Source: an optimization exercise on an open RTL-to-GDS flow (aim: small area, a short achievable clock period and few clock cycles per item). Production flows keep margins and buffers that such runs may drop. In this exercise RTL edits were held to simulation tests only and were not proved equivalent to the original.

==> flow/design.v <==
package dll_pkg;
  localparam int MODE_W     = 3;
  localparam int LIST_IN_W  = 2;
  localparam int NODE_IN_W  = 6;
  localparam int NODE_OUT_W = 6;
  typedef enum logic [MODE_W-1:0] {
    MODE_CLEAR    = 3'd0,
    MODE_INS_TAIL = 3'd1,
    MODE_INS_HEAD = 3'd2,
    MODE_DELETE   = 3'd3,
    MODE_GET_HEAD = 3'd4,
    MODE_GET_TAIL = 3'd5
  } mode_t;
  typedef enum logic [1:0] {
    ST_OK       = 2'd0,
    ST_EMPTY    = 2'd1,
    ST_LINKED   = 2'd2,
    ST_UNLINKED = 2'd3
  } status_t;
  typedef struct packed {
    status_t                 status;
    logic [NODE_OUT_W-1:0]   node;
    logic                    empty;
  } res_t;
  function automatic res_t make_res(status_t s, logic [NODE_OUT_W-1:0] n, logic e);
    make_res = {s, n, e};
  endfunction
endpackage
module doubly_linked_list_manager #(
  parameter int NODE_COUNT = 64,
  parameter int LIST_COUNT = 4
) (
  input  logic        clk,
  input  logic        rst_n,
  input  logic        start,
  output logic        busy,
  input  logic [2:0]  in_mode,
  input  logic [1:0]  in_list_id,
  input  logic [5:0]  in_node_index,
  output logic        out_valid,
  output logic [1:0]  out_status,
  output logic [5:0]  out_result_node,
  output logic        out_list_empty
);
  localparam int N = 64;
  localparam int L = 4;
  localparam int Q = 4;    
  logic [N-1:0]       nv_q;     
  logic [N-1:0][1:0]  own_q;    
  logic [N-1:0][5:0]  nxt_q;    
  logic [L-1:0][5:0]  hd_q, tl_q;
  logic [L-1:0]       ne_q;     
  logic         v1;
  logic [2:0]   m1;
  logic [1:0]   l1;
  logic [5:0]   x1;
  logic         busy_q, clr_acc_q;
  logic         acc;
  logic         rst_q;         
  assign busy = busy_q;
  assign acc  = start && !busy_q;
  always_ff @(posedge clk) begin
    rst_q <= !rst_n;
    if (!rst_n) begin
      v1        <= 1'b0;
      busy_q    <= 1'b0;
      clr_acc_q <= 1'b0;
    end else begin
      v1        <= acc;
      clr_acc_q <= acc && (in_mode == 3'd0);
      busy_q    <= (acc && (in_mode == 3'd0)) || clr_acc_q;
    end
    m1 <= in_mode;
    l1 <= in_list_id;
    x1 <= in_node_index;
  end
  logic [N-1:0]      x1h;
  logic [Q-1:0]      qv;
  logic [Q-1:0][5:0] qn;
  logic [5:0]        pr;       
  logic              pf;       
  always_comb begin
    qv = '0;
    qn = '0;
    pr = '0;
    pf = 1'b0;
    for (int i = 0; i < N; i++) begin
      x1h[i] = (x1 == 6'(i));
      qv[i/16] = qv[i/16] | (x1h[i] & nv_q[i]);
      qn[i/16] = qn[i/16] | ({6{x1h[i]}} & nxt_q[i]);
      if (nv_q[i] && (nxt_q[i] == x1)) begin
        pr = pr | 6'(i);
        pf = 1'b1;
      end
    end
  end
  logic              v2;
  logic [2:0]        m2;
  logic [1:0]        l2;
  logic [5:0]        x2;
  logic [Q-1:0]      qv2;
  logic [Q-1:0][5:0] qn2;
  logic [5:0]        pr2;
  logic              pf2;
  always_ff @(posedge clk) begin
    if (!rst_n) v2 <= 1'b0;
    else        v2 <= v1;
    m2  <= m1;
    l2  <= l1;
    x2  <= x1;
    qv2 <= qv;
    qn2 <= qn;
    pr2 <= pr;
    pf2 <= pf;
  end
  logic         wenw;          
  logic [5:0]   waw;
  logic         pvw;           
  logic [5:0]   pbw;
  logic [5:0]   wdw;           
  logic         nvww;          
  logic [5:0]   xw;
  logic [1:0]   lsw;           
  logic         insw, instw, delw, clrw;
  logic         hww, hqw;      
  logic         tww, tpw;      
  logic         nsw, ncw;      
  logic [L-1:0][5:0] hd_d, tl_d;
  logic [L-1:0]      ne_d;
  logic [L-1:0]      hw_j, tw_j;
  always_comb begin
    hd_d = hd_q;
    tl_d = tl_q;
    ne_d = ne_q;
    for (int j = 0; j < L; j++) begin
      hw_j[j] = hww && (lsw == 2'(j));
      tw_j[j] = tww && (lsw == 2'(j));
      if (hw_j[j]) hd_d[j] = hqw ? wdw : xw;
      if (tw_j[j]) tl_d[j] = tpw ? pbw : xw;
      if (nsw && lsw == 2'(j)) ne_d[j] = 1'b1;
      if (ncw && lsw == 2'(j)) ne_d[j] = 1'b0;
    end
  end
  always_ff @(posedge clk) begin
    if (rst_q) ne_q <= '0;
    else       ne_q <= ne_d;
    hd_q <= hd_d;
    tl_q <= tl_d;
  end
  logic [5:0] wae;
  logic       wev;
  assign wae = delw ? pbw : waw;
  assign wev = wenw || pvw;
  for (genvar i = 0; i < N; i++) begin : g_node
    always_ff @(posedge clk) begin
      if (rst_q || (xw == 6'(i) && (delw || instw)) || (clrw && own_q[i] == lsw)) nv_q[i] <= 1'b0;
      else if (wev && wae == 6'(i)) nv_q[i] <= nvww;
      if (insw && xw == 6'(i)) own_q[i] <= lsw;
      if (wev && wae == 6'(i)) nxt_q[i] <= wdw;
    end
  end
  logic       ins3, inst3, del3, wev3, nvw3;
  logic [5:0] x3, wae3, wd3;
  always_ff @(posedge clk) begin
    if (!rst_n) begin
      ins3  <= 1'b0;
      inst3 <= 1'b0;
      del3  <= 1'b0;
      wev3  <= 1'b0;
    end else begin
      ins3  <= insw;
      inst3 <= instw;
      del3  <= delw;
      wev3  <= wev;
    end
    x3   <= xw;
    wae3 <= wae;
    wd3  <= wdw;
    nvw3 <= nvww;
  end
  logic       xeq3, aeq3, deq3, xeq, aeq, deq;
  assign xeq3 = (x3 == x2);
  assign aeq3 = wev3 && (wae3 == x2);
  assign deq3 = wev3 && nvw3 && (wd3 == x2);     
  assign xeq  = (xw == x2);
  assign aeq  = wev && (wae == x2);
  assign deq  = (wdw == x2);
  logic       rnv, fnv;
  logic [5:0] rq, fq, pb;
  logic       lk;
  always_comb begin
    rnv = qv2[x2[5:4]];
    rq  = qn2[x2[5:4]];
    if (aeq3) begin
      rnv = nvw3;
      rq  = wd3;
    end
    if (xeq3 && (del3 || inst3)) rnv = 1'b0;
    fnv = rnv;
    fq  = rq;
    if (aeq) begin
      fnv = nvww;
      fq  = wdw;
    end
    if (xeq && (delw || instw)) fnv = 1'b0;
    if (wev && nvww && deq) pb = wae;
    else if (deq3)          pb = wae3;
    else                    pb = pr2;
  end
  logic [L-1:0] ph, qt;
  logic         rpn, rqn;
  logic [1:0]   rown;
  always_comb begin
    for (int j = 0; j < L; j++) begin
      ph[j] = ne_d[j] && (hw_j[j] ? (hqw ? deq : xeq) : (hd_q[j] == x2));
      qt[j] = ne_d[j] && (tw_j[j] ? (tpw ? (pbw == x2) : xeq) : (tl_q[j] == x2));
    end
    rpn = |ph;
    rqn = |qt;
    rown[0] = ph[1] | ph[3] | qt[1] | qt[3];
    rown[1] = ph[2] | ph[3] | qt[2] | qt[3];
  end
  logic rk;
  always_comb begin
    if (xeq && (insw || delw))        rk = insw;
    else if (xeq3 && (ins3 || del3))  rk = ins3;
    else rk = rpn || (wev && nvww && deq) || deq3 || pf2;
  end
  logic [5:0] h2, t2;
  logic       e2;
  assign h2 = hd_d[l2];
  assign t2 = tl_d[l2];
  assign e2 = !ne_d[l2];
  logic i_t, i_h, i_d, i_c;
  assign i_t = v2 && (m2 == 3'd1) && !rk;
  assign i_h = v2 && (m2 == 3'd2) && !rk;
  assign i_d = v2 && (m2 == 3'd3) && rk;
  assign i_c = v2 && (m2 == 3'd0);
  always_ff @(posedge clk) begin
    if (rst_q) begin
      wenw  <= 1'b0;
      pvw   <= 1'b0;
      insw  <= 1'b0;
      instw <= 1'b0;
      delw  <= 1'b0;
      clrw  <= 1'b0;
      hww   <= 1'b0;
      tww   <= 1'b0;
      nsw   <= 1'b0;
      ncw   <= 1'b0;
    end else begin
      wenw  <= (i_t && !e2) || i_h;
      pvw   <= i_d && !rpn;
      insw  <= i_t || i_h;
      instw <= i_t;
      delw  <= i_d;
      clrw  <= i_c;
      hww   <= i_h || (i_t && e2) || (i_d && rpn && !rqn);
      tww   <= i_t || (i_h && e2) || (i_d && rqn && !rpn);
      nsw   <= i_t || i_h;
      ncw   <= i_c || (i_d && rpn && rqn);
    end
    pbw <= pb;
    hqw <= (m2 == 3'd3);
    tpw <= (m2 == 3'd3);
    xw  <= x2;
    lsw <= (m2 == 3'd3) ? rown : l2;
    waw <= (m2 == 3'd1) ? t2 : x2;
    if (m2 == 3'd1) begin
      wdw <= x2; nvww <= 1'b1;
    end else if (m2 == 3'd2) begin
      wdw <= h2; nvww <= !e2;
    end else begin
      wdw <= fq; nvww <= fnv;
    end
  end
  logic [1:0] rs;
  logic [5:0] rn;
  logic       re;
  always_comb begin
    rs = 2'd0;
    rn = 6'd0;
    re = e2;
    unique case (m2)
      3'd0: re = 1'b1;
      3'd1, 3'd2: begin
        if (rk) rs = 2'd2;
        else re = 1'b0;
      end
      3'd3: begin
        if (!rk) begin rs = 2'd3; re = 1'b0; end
        else re = rpn && rqn;
      end
      3'd4, 3'd5: begin
        if (e2) rs = 2'd1;
        else rn = (m2 == 3'd4) ? h2 : t2;
      end
      default: ;
    endcase
  end
  logic       ov;
  logic [1:0] os;
  logic [5:0] on;
  logic       oe;
  always_ff @(posedge clk) begin
    if (!rst_n) ov <= 1'b0;
    else        ov <= v2;
    os <= rs;
    on <= rn;
    oe <= re;
  end
  assign out_valid       = ov;
  assign out_status      = os;
  assign out_result_node = on;
  assign out_list_empty  = oe;
endmodule
Settings: LEC_CHECK=0, ABC_AREA=1, CAP_MARGIN=30, CORE_MARGIN=2, CORE_UTILIZATION=50, CTS_BUF_LIST=sky130_fd_sc_hd__clkbuf_16, CTS_CLUSTER_DIAMETER=100, CTS_CLUSTER_SIZE=20, PLACE_DENSITY=0.65, SETUP_SLACK_MARGIN=3.3, SLEW_MARGIN=30; clock period 5.5 ns.
run.sh (not shown) runs the stock make flow with config.mk's settings and CLKGATE_MAP_FILE= SYNTH_SCRIPT=/design/flow/synth_recipe.tcl, a recipe that flattens the netlist after the stock synthesis.
Testbench counts at the start, summed over its fixed seeds: cycles 12,290, ops 12,000.
==> next run, changes <==
--- a/flow/design.v
+++ b/flow/design.v
@@ -54,6 +54,7 @@
   logic [2:0]   m1;
   logic [1:0]   l1;
   logic [5:0]   x1;
+  logic [5:0]   x1n;           
   logic         busy_q, clr_acc_q;
   logic         acc;
   logic         rst_q;         
@@ -73,24 +74,25 @@
     m1 <= in_mode;
     l1 <= in_list_id;
     x1 <= in_node_index;
+    x1n <= ~in_node_index;
   end
   logic [N-1:0]      x1h;
   logic [Q-1:0]      qv;
   logic [Q-1:0][5:0] qn;
-  logic [5:0]        pr;       
-  logic              pf;       
+  logic [Q-1:0][3:0] pr;       
+  logic [Q-1:0]      pf;       
   always_comb begin
     qv = '0;
     qn = '0;
     pr = '0;
-    pf = 1'b0;
+    pf = '0;
     for (int i = 0; i < N; i++) begin
       x1h[i] = (x1 == 6'(i));
       qv[i/16] = qv[i/16] | (x1h[i] & nv_q[i]);
       qn[i/16] = qn[i/16] | ({6{x1h[i]}} & nxt_q[i]);
-      if (nv_q[i] && (nxt_q[i] == x1)) begin
-        pr = pr | 6'(i);
-        pf = 1'b1;
+      if (nv_q[i] && (i < N / 2 ? (nxt_q[i] == x1) : (nxt_q[i] == ~x1n))) begin
+        pr[i/16] = pr[i/16] | 4'(i);
+        pf[i/16] = 1'b1;
       end
     end
   end
@@ -100,8 +102,8 @@
   logic [5:0]        x2;
   logic [Q-1:0]      qv2;
   logic [Q-1:0][5:0] qn2;
-  logic [5:0]        pr2;
-  logic              pf2;
+  logic [Q-1:0][3:0] pr2;
+  logic [Q-1:0]      pf2;
   always_ff @(posedge clk) begin
     if (!rst_n) v2 <= 1'b0;
     else        v2 <= v1;
@@ -205,7 +207,7 @@
     if (xeq && (delw || instw)) fnv = 1'b0;
     if (wev && nvww && deq) pb = wae;
     else if (deq3)          pb = wae3;
-    else                    pb = pr2;
+    else                    pb = {pf2[3] | pf2[2], pf2[3] | pf2[1], pr2[0] | pr2[1] | pr2[2] | pr2[3]};
   end
   logic [L-1:0] ph, qt;
   logic         rpn, rqn;
@@ -224,7 +226,7 @@
   always_comb begin
     if (xeq && (insw || delw))        rk = insw;
     else if (xeq3 && (ins3 || del3))  rk = ins3;
-    else rk = rpn || (wev && nvww && deq) || deq3 || pf2;
+    else rk = rpn || (wev && nvww && deq) || deq3 || (|pf2);
   end
   logic [5:0] h2, t2;
   logic       e2;
After rerunning:
- The new run completed with no timing, DRC or antenna violations
- first-iteration DRC count shrinks by 23%
- die area rose by 0.42%
- cell area goes down by 1.5%
- wire length decreases by 7.1%
- fmax goes up by 1.2%
- area after synthesis climbs by 0.43%
- critical path depth went down by 5
- via count fell by 3.6%
- non-clock buffer count shrinks by 25
- setup slack is better by 0.028 ns
- cell count shrinks by 4.0%
Testbench counts after the change, summed over its fixed seeds: cycles 12,290, ops 12,000.

## port drivers added, routing unchanged
How much do the figures lean on ideal ports? The routed layouts below were timed once more, with nothing changed but the port constraints. Step 1 (the two cells are an assumption about what drives the block):
set clk [get_ports {clk}]
set_driving_cell -lib_cell sky130_fd_sc_hd__clkbuf_16 $clk
set_driving_cell -lib_cell sky130_fd_sc_hd__buf_2 [delete_from_list [all_inputs] $clk]
Step 2 moves the port delays by t, midway between the first and last clock arrival at a register: inputs arrive t later, outputs are due t later. That takes back most of the time a late clock gives input paths. a / b / c = ideal / step 1 / step 2; a / b = the first two.
run	shift t [ns]	setup WS [ns]	worst setup path after step 2
the first run	0.692	3.220 / 3.220 / 3.159	input to register
the second run	0.688	3.248 / 3.248 / 3.060	input to register
After both steps every run listed still meets setup and hold. For the second run, which loses most, drivers alone change the setup slack by 0.000 ns; drivers and shift together by -0.188 ns.
